This is an optimization exercise on Yosys and OpenROAD, whose aim is small area, a short achievable clock period and few clock cycles per item, not a production implementation.
Function was checked by simulation only, so behaviour that the tests miss may differ from the original.
Power is estimated from default activity; no workload was simulated.

[run.sh]
#!/bin/bash
# synth_recipe.tcl (not shown) runs the flow's synth.tcl, then flattens the netlist and writes it again
# the make line also repeats each setting of config.mk as NAME=value (left out here)
make -C /OpenROAD-flow-scripts/flow DESIGN_CONFIG=/design/flow/config.mk WORK_HOME=/design/flow/orfs CLKGATE_MAP_FILE= SYNTH_SCRIPT=/design/flow/synth_recipe.tcl finish
[constraint.sdc]
create_clock -name core_clock -period 8.0 [get_ports {clk}]
set_input_delay 1.6000 -clock core_clock [delete_from_list [all_inputs] [get_ports {clk}]]
set_output_delay 1.6000 -clock core_clock [all_outputs]
set_load 0.01 [all_outputs]
[config.mk]
export PLATFORM = sky130hd
export DESIGN_NAME = indent_style_detector_core
export DESIGN_NICKNAME = indent_style_detector_core
export VERILOG_FILES = /design/flow/design.v
export SDC_FILE = /design/flow/constraint.sdc
export NUM_CORES = 4
export LEC_CHECK = 0
export CAP_MARGIN = 20
export CORE_MARGIN = 2
export CORE_UTILIZATION = 40
export PLACE_DENSITY = 0.6
export SLEW_MARGIN = 20
[design.v]
package isd_pkg;
	localparam logic [7:0] CH_TAB   = 8'h09;
	localparam logic [7:0] CH_LF    = 8'h0A;
	localparam logic [7:0] CH_CR    = 8'h0D;
	localparam logic [7:0] CH_SPACE = 8'h20;
	localparam logic [7:0] CH_STAR  = 8'h2A;
	localparam logic [1:0] REG_MIN_INDENT = 2'd0;
	localparam logic [1:0] REG_MAX_INDENT = 2'd1;
	localparam logic [1:0] REG_MAX_LINES  = 2'd2;
	localparam logic [7:0]  MIN_INDENT_RST = 8'd2;
	localparam logic [7:0]  MAX_INDENT_RST = 8'd8;
	localparam logic [15:0] MAX_LINES_RST  = 16'd500;
	localparam logic [1:0] STYLE_UNKNOWN = 2'd0;
	localparam logic [1:0] STYLE_TABS    = 2'd1;
	localparam logic [1:0] STYLE_SPACES  = 2'd2;
	typedef struct packed {
		logic eol;
		logic content;    
		logic sp;         
		logic tab;        
		logic star;       
		logic other;      
	} isd_word_t;
endpackage
module indent_style_detector_core (
	input  logic        clk,
	input  logic        arst_n,
	input  logic        in_valid,
	output logic        in_ready,
	input  logic [7:0]  text_byte,
	input  logic        has_byte,
	input  logic        end_of_line,
	output logic        out_valid,
	input  logic        out_ready,
	output logic        keep_going,
	output logic [1:0]  tab_style,
	output logic [7:0]  indent_size,
	output logic [31:0] lines_seen,
	input  logic        cfg_we,
	input  logic [1:0]  cfg_index,
	input  logic [15:0] cfg_data
);
	function automatic logic [15:0] sat_inc(input logic [15:0] v);
		sat_inc = (&v) ? v : v + 16'd1;
	endfunction
	logic [7:0]  min_indent_q;
	logic [7:0]  max_indent_q;
	logic [15:0] max_lines_q;
	logic [7:0]  in_range;    
	always_ff @(posedge clk or negedge arst_n) begin
		if (!arst_n) begin
			min_indent_q <= isd_pkg::MIN_INDENT_RST;
			max_indent_q <= isd_pkg::MAX_INDENT_RST;
			max_lines_q  <= isd_pkg::MAX_LINES_RST;
		end else if (cfg_we) begin
			case (cfg_index)
				isd_pkg::REG_MIN_INDENT: min_indent_q <= cfg_data[7:0];
				isd_pkg::REG_MAX_INDENT: max_indent_q <= cfg_data[7:0];
				isd_pkg::REG_MAX_LINES:  max_lines_q  <= cfg_data;
				default: ;
			endcase
		end
	end
	always_comb begin
		for (int i = 0; i < 8; i++) begin
			in_range[i] = ({1'b0, min_indent_q} + 9'(i)) <= {1'b0, max_indent_q};
		end
	end
	logic       rc_busy_q;
	logic [2:0] rc_idx_q;
	logic       rc_start;
	assign rc_start = cfg_we && (cfg_index == isd_pkg::REG_MIN_INDENT
		|| cfg_index == isd_pkg::REG_MAX_INDENT);
	logic out_valid_q;
	logic adv;
	assign adv = (!out_valid_q || out_ready) && !rc_busy_q;
	isd_pkg::isd_word_t in_word;
	isd_pkg::isd_word_t w0_q, w1_q;
	logic w0_v_q, w1_v_q;
	logic in_ready_q;
	logic acc, cons;
	logic w0_v_d, w1_v_d;
	always_comb begin
		in_word.eol     = end_of_line;
		in_word.content = has_byte && text_byte != isd_pkg::CH_CR && text_byte != isd_pkg::CH_LF;
		in_word.sp      = has_byte && text_byte == isd_pkg::CH_SPACE;
		in_word.tab     = has_byte && text_byte == isd_pkg::CH_TAB;
		in_word.star    = has_byte && text_byte == isd_pkg::CH_STAR;
		in_word.other   = has_byte && text_byte != isd_pkg::CH_SPACE
			&& text_byte != isd_pkg::CH_TAB && text_byte != isd_pkg::CH_STAR;
	end
	assign acc  = in_valid && in_ready_q;
	assign cons = adv && w0_v_q;
	always_comb begin
		if (cons) begin
			w0_v_d = w1_v_q || acc;
			w1_v_d = w1_v_q && acc;
		end else begin
			w0_v_d = w0_v_q || acc;
			w1_v_d = w1_v_q || (w0_v_q && acc);
		end
	end
	always_ff @(posedge clk or negedge arst_n) begin
		if (!arst_n) begin
			w0_v_q     <= 1'b0;
			w1_v_q     <= 1'b0;
			in_ready_q <= 1'b1;
		end else begin
			w0_v_q     <= w0_v_d;
			w1_v_q     <= w1_v_d;
			in_ready_q <= !(w0_v_d && w1_v_d);
		end
	end
	always_ff @(posedge clk) begin
		if (cons ? (w1_v_q || acc) : (!w0_v_q && acc)) begin
			w0_q <= (cons && w1_v_q) ? w1_q : in_word;
		end
		if (acc && (cons ? w1_v_q : w0_v_q)) begin
			w1_q <= in_word;
		end
	end
	assign in_ready = in_ready_q;
	logic        run_q, tab_q, skip_q, cont_q, spnz_q;
	logic [15:0] sp_q;
	logic        run_d, tab_d, skip_d, cont_d, spnz_d;
	logic [15:0] sp_d;
	always_comb begin
		run_d  = run_q;
		tab_d  = tab_q;
		skip_d = skip_q;
		cont_d = cont_q || w0_q.content;
		spnz_d = spnz_q;
		sp_d   = sp_q;
		if (run_q) begin
			if (w0_q.tab) begin
				tab_d = 1'b1;
				if (spnz_q) begin
					skip_d = 1'b1;
					run_d  = 1'b0;
				end
			end
			if (w0_q.sp) begin
				sp_d   = sat_inc(sp_q);
				spnz_d = 1'b1;
				if (tab_q) begin
					skip_d = 1'b1;
					run_d  = 1'b0;
				end
			end
			if (w0_q.star) begin
				skip_d = 1'b1;
				run_d  = 1'b0;
			end
			if (w0_q.other) begin
				run_d = 1'b0;
			end
		end
	end
	logic        s2_v_q;
	logic        s2_tab_q, s2_skip_q, s2_cont_q, s2_spnz_q;
	logic [15:0] s2_sp_q;
	always_ff @(posedge clk or negedge arst_n) begin
		if (!arst_n) begin
			run_q  <= 1'b1;
			tab_q  <= 1'b0;
			skip_q <= 1'b0;
			cont_q <= 1'b0;
			spnz_q <= 1'b0;
			sp_q   <= 16'd0;
			s2_v_q <= 1'b0;
		end else if (adv) begin
			s2_v_q <= cons && w0_q.eol;
			if (cons) begin
				if (w0_q.eol) begin
					run_q  <= 1'b1;
					tab_q  <= 1'b0;
					skip_q <= 1'b0;
					cont_q <= 1'b0;
					spnz_q <= 1'b0;
					sp_q   <= 16'd0;
				end else begin
					run_q  <= run_d;
					tab_q  <= tab_d;
					skip_q <= skip_d;
					cont_q <= cont_d;
					spnz_q <= spnz_d;
					sp_q   <= sp_d;
				end
			end
		end
	end
	always_ff @(posedge clk) begin
		if (cons && w0_q.eol) begin
			s2_tab_q  <= tab_d;
			s2_skip_q <= skip_d;
			s2_cont_q <= cont_d;
			s2_spnz_q <= spnz_d;
			s2_sp_q   <= sp_d;
		end
	end
	logic [15:0] prev_q;
	logic [15:0] delta;
	logic [16:0] delta_off;
	logic        hit;
	logic        s3_v_q, s3_tabl_q, s3_spl_q, s3_hit_q;
	logic [2:0]  s3_bin_q;
	always_comb begin
		delta     = (s2_sp_q >= prev_q) ? s2_sp_q - prev_q : prev_q - s2_sp_q;
		delta_off = {1'b0, delta} - {9'd0, min_indent_q};
		hit       = !s2_skip_q && !s2_tab_q && s2_cont_q
			&& !delta_off[16] && (delta_off[15:3] == 13'd0)
			&& in_range[delta_off[2:0]];
	end
	always_ff @(posedge clk or negedge arst_n) begin
		if (!arst_n) begin
			prev_q <= 16'd0;
			s3_v_q <= 1'b0;
		end else if (adv) begin
			s3_v_q <= s2_v_q;
			if (s2_v_q && !s2_skip_q && !s2_tab_q && s2_cont_q) begin
				prev_q <= s2_sp_q;
			end
		end
	end
	always_ff @(posedge clk) begin
		if (adv && s2_v_q) begin
			s3_tabl_q <= !s2_skip_q && s2_tab_q;
			s3_spl_q  <= !s2_skip_q && !s2_tab_q && s2_spnz_q;
			s3_hit_q  <= hit;
			s3_bin_q  <= delta_off[2:0];
		end
	end
	logic [15:0] line_total_q, tab_total_q, space_total_q;
	logic [12:0] th_floor_q;    
	logic [3:0]  th_rem_q;      
	logic [15:0] hist_q [8];
	logic [7:0]  hist_v_q;
	logic [15:0] max_q;
	logic [2:0]  max_idx_q;
	logic        s3_fire;
	logic [2:0]  rd_idx;
	logic [15:0] rd_val;
	logic [15:0] bump_val;
	logic [15:0] cand;
	logic        cand_take;
	logic        th_inc;
	assign s3_fire  = adv && s3_v_q;
	assign rd_idx   = rc_busy_q ? rc_idx_q : s3_bin_q;
	assign rd_val   = hist_v_q[rd_idx] ? hist_q[rd_idx] : 16'd0;
	assign bump_val = sat_inc(rd_val);
	assign th_inc   = s3_tabl_q || s3_hit_q;
	always_comb begin
		if (rc_busy_q) begin
			cand      = rd_val;
			cand_take = in_range[rc_idx_q] && (rd_val > max_q);
		end else begin
			cand      = bump_val;
			cand_take = s3_fire && s3_hit_q && ((bump_val > max_q)
				|| (bump_val == max_q && s3_bin_q < max_idx_q));
		end
	end
	always_ff @(posedge clk or negedge arst_n) begin
		if (!arst_n) begin
			line_total_q  <= 16'd0;
			tab_total_q   <= 16'd0;
			space_total_q <= 16'd0;
			th_floor_q    <= 13'd0;
			th_rem_q      <= 4'd0;
			hist_v_q      <= 8'd0;
			max_q         <= 16'd0;
			max_idx_q     <= 3'd0;
			rc_busy_q     <= 1'b0;
			rc_idx_q      <= 3'd0;
		end else begin
			if (s3_fire) begin
				line_total_q <= sat_inc(line_total_q);
				if (s3_tabl_q) begin
					tab_total_q <= sat_inc(tab_total_q);
				end
				if (s3_spl_q) begin
					space_total_q <= sat_inc(space_total_q);
				end
				if (th_inc && !(th_floor_q == 13'd6553 && th_rem_q == 4'd5)) begin
					if (th_rem_q == 4'd9) begin
						th_rem_q   <= 4'd0;
						th_floor_q <= th_floor_q + 13'd1;
					end else begin
						th_rem_q <= th_rem_q + 4'd1;
					end
				end
				if (s3_hit_q) begin
					hist_v_q[s3_bin_q] <= 1'b1;
				end
			end
			if (rc_start) begin
				rc_busy_q <= 1'b1;
				rc_idx_q  <= 3'd0;
				max_q     <= 16'd0;
				max_idx_q <= 3'd0;
			end else begin
				if (cand_take) begin
					max_q     <= cand;
					max_idx_q <= rd_idx;
				end
				if (rc_busy_q) begin
					rc_idx_q <= rc_idx_q + 3'd1;
					if (rc_idx_q == 3'd7) begin
						rc_busy_q <= 1'b0;
					end
				end
			end
		end
	end
	always_ff @(posedge clk) begin
		if (s3_fire && s3_hit_q) begin
			hist_q[s3_bin_q] <= bump_val;
		end
	end
	logic       snap_v_q;
	logic       keep_going_q;
	logic [1:0] tab_style_q;
	logic [7:0] indent_size_q;
	logic [15:0] lines_seen_q;
	always_ff @(posedge clk or negedge arst_n) begin
		if (!arst_n) begin
			snap_v_q    <= 1'b0;
			out_valid_q <= 1'b0;
		end else if (adv) begin
			snap_v_q    <= s3_v_q;
			out_valid_q <= snap_v_q;
		end
	end
	always_ff @(posedge clk) begin
		if (adv) begin
			keep_going_q <= line_total_q < max_lines_q;
			if (tab_total_q > space_total_q) begin
				tab_style_q <= isd_pkg::STYLE_TABS;
			end else if (space_total_q > tab_total_q) begin
				tab_style_q <= isd_pkg::STYLE_SPACES;
			end else begin
				tab_style_q <= isd_pkg::STYLE_UNKNOWN;
			end
			indent_size_q <= (max_q > {3'd0, th_floor_q}) ? min_indent_q + {5'd0, max_idx_q} : 8'd0;
			lines_seen_q  <= line_total_q;
		end
	end
	assign out_valid   = out_valid_q;
	assign keep_going  = keep_going_q;
	assign tab_style   = tab_style_q;
	assign indent_size = indent_size_q;
	assign lines_seen  = {16'd0, lines_seen_q};
endmodule
==> run notes <==
[through the flow]
| step | total power, mW | hold slack (ns) | instance area, µm² | std cells | setup WS (ns) |
|---|---|---|---|---|---|
| 6_report | 8.851 | 0.4690 | 25210 | 3008 | 0.6246 |
| 5_1_grt | 9.443 | 0.5102 | 25210 | 3008 | 0.01176 |
| 4_1_cts | 8.843 | 0.4757 | 25190 | 3008 | 0.6080 |
| 3_5_place_dp | 6.852 | 0.4617 | 23770 | 2930 | 0.6139 |
| 3_3_place_gp | 6.739 | 0.4523 | 23760 | 2930 | 0.7215 |
| 2_1_floorplan | 5.613 | 0.4197 | 22440 | 2188 | 2.256 |
[logic make-up (layout without fill, tap and decap cells)]
logic type      count (synthesis)  after routing  synth area share (%)
other cells                     1             16               0.01675
buf+inv                       251            323                 4.779
compound gates                491            491                 14.44
mux                            80             80                 4.444
simple gates                  630            630                 13.77
xor+xnor                      155            155                 6.064
flops                         365            365                 45.17
fa+ha+maj                     200            200                 11.31
[metal layers]
layer / GRT usage [%] / part of all wire [%]
met1: 28.79 / 46
met2: 34.75 / 46
met3: 3.100 / 4.8
met4: 6.663 / 2.8
met5: 0 / 0
[state kept, by name, indices dropped and copies added (netlist names), 6 cells and up]
name,cells
w1_q,6
indent_size_q,8
hist_q,128
line_total_q,16
hist_v_q,8
sp_q,16
space_total_q,16
max_lines_q,16
tab_total_q,16
max_q,16
max_indent_q,8
lines_seen_q,16
th_floor_q,13
s2_sp_q,16
w0_q,6
min_indent_q,8
prev_q,16
[worst max-delay path: cells and delay by family (launching register included)]
kind | cells | cell delay, ns
simple gates | 10 | 2.18
buf+inv | 3 | 0.60
compound gates | 7 | 1.98
mux | 1 | 0.58
xor+xnor | 1 | 0.31
fa+ha+maj | 2 | 0.68
flops | 1 | 0.93
[Yosys cell counts, drive strengths merged (15+ instances only)]
library cell    n  share of area [%]
a21oi         100                2.3
xor2           45                1.8
o21a           18               0.60
a21o           58                1.9
a22o           19               0.74
a211oi         28               0.94
o31ai          16               0.54
o21ai         117                2.6
and2           21               0.59
nand2         208                3.5
and3           28               0.78
mux2i          23                1.1
o211ai         15               0.50
clkbuf         47               0.79
edfxtp        193                 26
dfrtp         162                 18
nand4          37                1.1
nor2b          33               0.92
inv           155                2.6
a21boi         19               0.64
nand3          68                1.5
nor3           30               0.69
buf            48                1.4
nand2b         15               0.42
xnor2         110                4.3
mux2           49                2.5
o22ai          19               0.53
nor2          129                2.2
ha            196                 11
[power breakdown]
part	switching, mW	internal [mW]	total (mW)	leakage (nW)
Combinational	2.61	1.66	4.27	5.87
Clock	0.803	1.15	1.96	0.704
Sequential	0.226	2.40	2.62	3.99
[worst paths after layout]
path	from	endpoint	slack, ns	depth (start not counted)
setup / recovery	s3_bin_q[0]$_DFFE_PP_	max_idx_q[2]$_DFFE_PN0P_	0.62	24
hold / removal	snap_v_q$_DFFE_PN0P_	out_valid_q$_DFFE_PN0P_	0.47	2
setup reg to reg	s3_bin_q[0]$_DFFE_PP_	max_idx_q[2]$_DFFE_PN0P_	0.62	24
hold reg to reg	snap_v_q$_DFFE_PN0P_	out_valid_q$_DFFE_PN0P_	0.47	2
max in group asynchronous	arst_n	rc_busy_q$_DFF_PN0_	5.33	2
min in group asynchronous	arst_n	max_lines_q[12]$_DFFE_PN0P_	1.16	1
[final cells by class]
| type | instances | area share [%] |
|---|---|---|
| multi-input combinational | 1572 | 44.94 |
| sequential | 365 | 40.12 |
| clock buffer | 55 | 4.854 |
| tap | 748 | 3.712 |
| timing repair buffer | 89 | 3.271 |
| inverter | 156 | 2.323 |
| clock inverter | 23 | 0.7842 |
[timing repair]
action,in CTS,in global routing
gates resized for setup,0,1
buffers inserted,0,0
hold endpoints to repair,0,0
endpoints found under the setup margin,0,15
==> run notes <==
Total gr overflow = 0
Number of top-level pins = 78
P&R area growth vs syn = 12.62%
WP data required = 8.51 ns
Synth Cell Area = 22390 µm²
Yosys reg bits = 365
Synth cell types = 89
Root Driver = clkbuf_16
Hold buffers post-CTS = 0
Tmin final = 7.375 ns
Final wirelength = 60.62 mm
DR pass1 iterations = 5
Worst endpoint data arrival time = 7.88 ns
Chip width = 240.6 µm
Num CTS Buffers = 43
Yosys warns = 1
Max FO, Critical Path = 32
Total of max-cap violations = 0
CTS clk-pin slew, worst paths = 0.06 ns
Async SR Flop Fraction = 47.12%
Register area share after synthesis = 45.17%
Die height = 240.6 µm
Vias per cell = 5.550
Slowest cell on the critical path = edfxtp_1
Relative slew slack = 24.68%
Ys flop type = edfxtp_1
Setup Total Neg Slack = 0 ns
Vias in the first global route = 16590
Wire per inst = 20.15 µm
Syn_area_per_cell = 10.30 µm²
Post-synthesis cell count = 2173
Min-delay worst type = flip-flop to flip-flop
Clock skew = 0.03923 ns
Layout cells sized above 1 = 8.982%
Pwr per Cell Area = 351.1 nW/µm²
Routed Antenna Nets = 0
Leak = 10.56 nW
Routability cong. = 0.9111
Nets@finish = 2460
Initial DRC count = 1097
Longest Clk Path Bufs = 3
Worst setup EP type = flip-flop
# H-tree levels = 2
Number of synthesized flops with an enable pin = 193
Register area = 10110 µm²
Die ar. = 57870 µm²
Least-Margin Pin Slew = 1.122 ns
Most used cell, CP = a21oi_1
Most frequent cells in the layout = nand2_1, ha_1, edfxtp_1
CP startpoint kind = flip-flop
Number of cell rows = 86
Multi-input logic area = 11330 µm²
Initial core utilization = 40.55%
Final Util = 45.67%
RSZ-0062 raised after global routing = no
CTS tree = built
Clock Latency Late Sink = 0.58 ns
Via count = 16690
Antenna violations before repair = 0
Peak supply drop = 212.8 µV
Final Hold Viols = 0
Ant diodes = 0
Critical path's largest stage delay = 0.93 ns
Critical path class = flip-flop to flip-flop
Largest net degree at the start of global routing = 111
Fillers = 5112
CTS Sinks = 365
DRC Markers = 0
All-layer global routing usage = 21.14%
Count of input and output buffers = 61
Status = no timing/DRC/antenna violations
Commonest non-fill, non-tap cell in the layout = nand2_1
# setup viols final = 0
Fmax = 135.6 MHz
Slew Viols, Final = 0
First-pass GRT wire length = 95.14 mm
CP cell instances = mux2_4, and2_0, o22ai_1, and4_4, nor2_1, ha_1, inv_1, a2111oi_2, nand4_2, buf_4, or2_2, nand2_1, xnor2_1, ha_1, and3_1, nand3_1, nor4_1, o21ai_0, nand3_1, a21oi_1, a311oi_4, buf_4, a21oi_1, a21oi_1
DPL Wire Length = 44.54 mm
Core area = 55200 µm²
Share of the clock period used by the worst path = 92.19%
Testbench counts, summed over its fixed seeds: cycles 171,886, lines 9,600.

==> separate check: timing with driven ports <==
No port has a modelled driver above. Below, the same layout with a new extraction and two added sets of constraints. Step 1 assumes that a clkbuf_16 drives the clock port and a buf_2 every other input. Step 2 times the ports against the registers' clock, not the clock port: input delays grow and output delays shrink by t, the midpoint of the rising clock arrivals with the driver on. Three values: ideal ports, drivers, drivers and shift; two values: the first two.
t, ns: 0.610
slack for setup (ns): 0.625 / 0.625 / 0.625
clock arrival spread, ns: 0.046 / 0.046
After both steps this run still meets setup and hold. For this run, drivers alone change the setup slack by 0.000 ns; drivers and shift together by 0.000 ns.
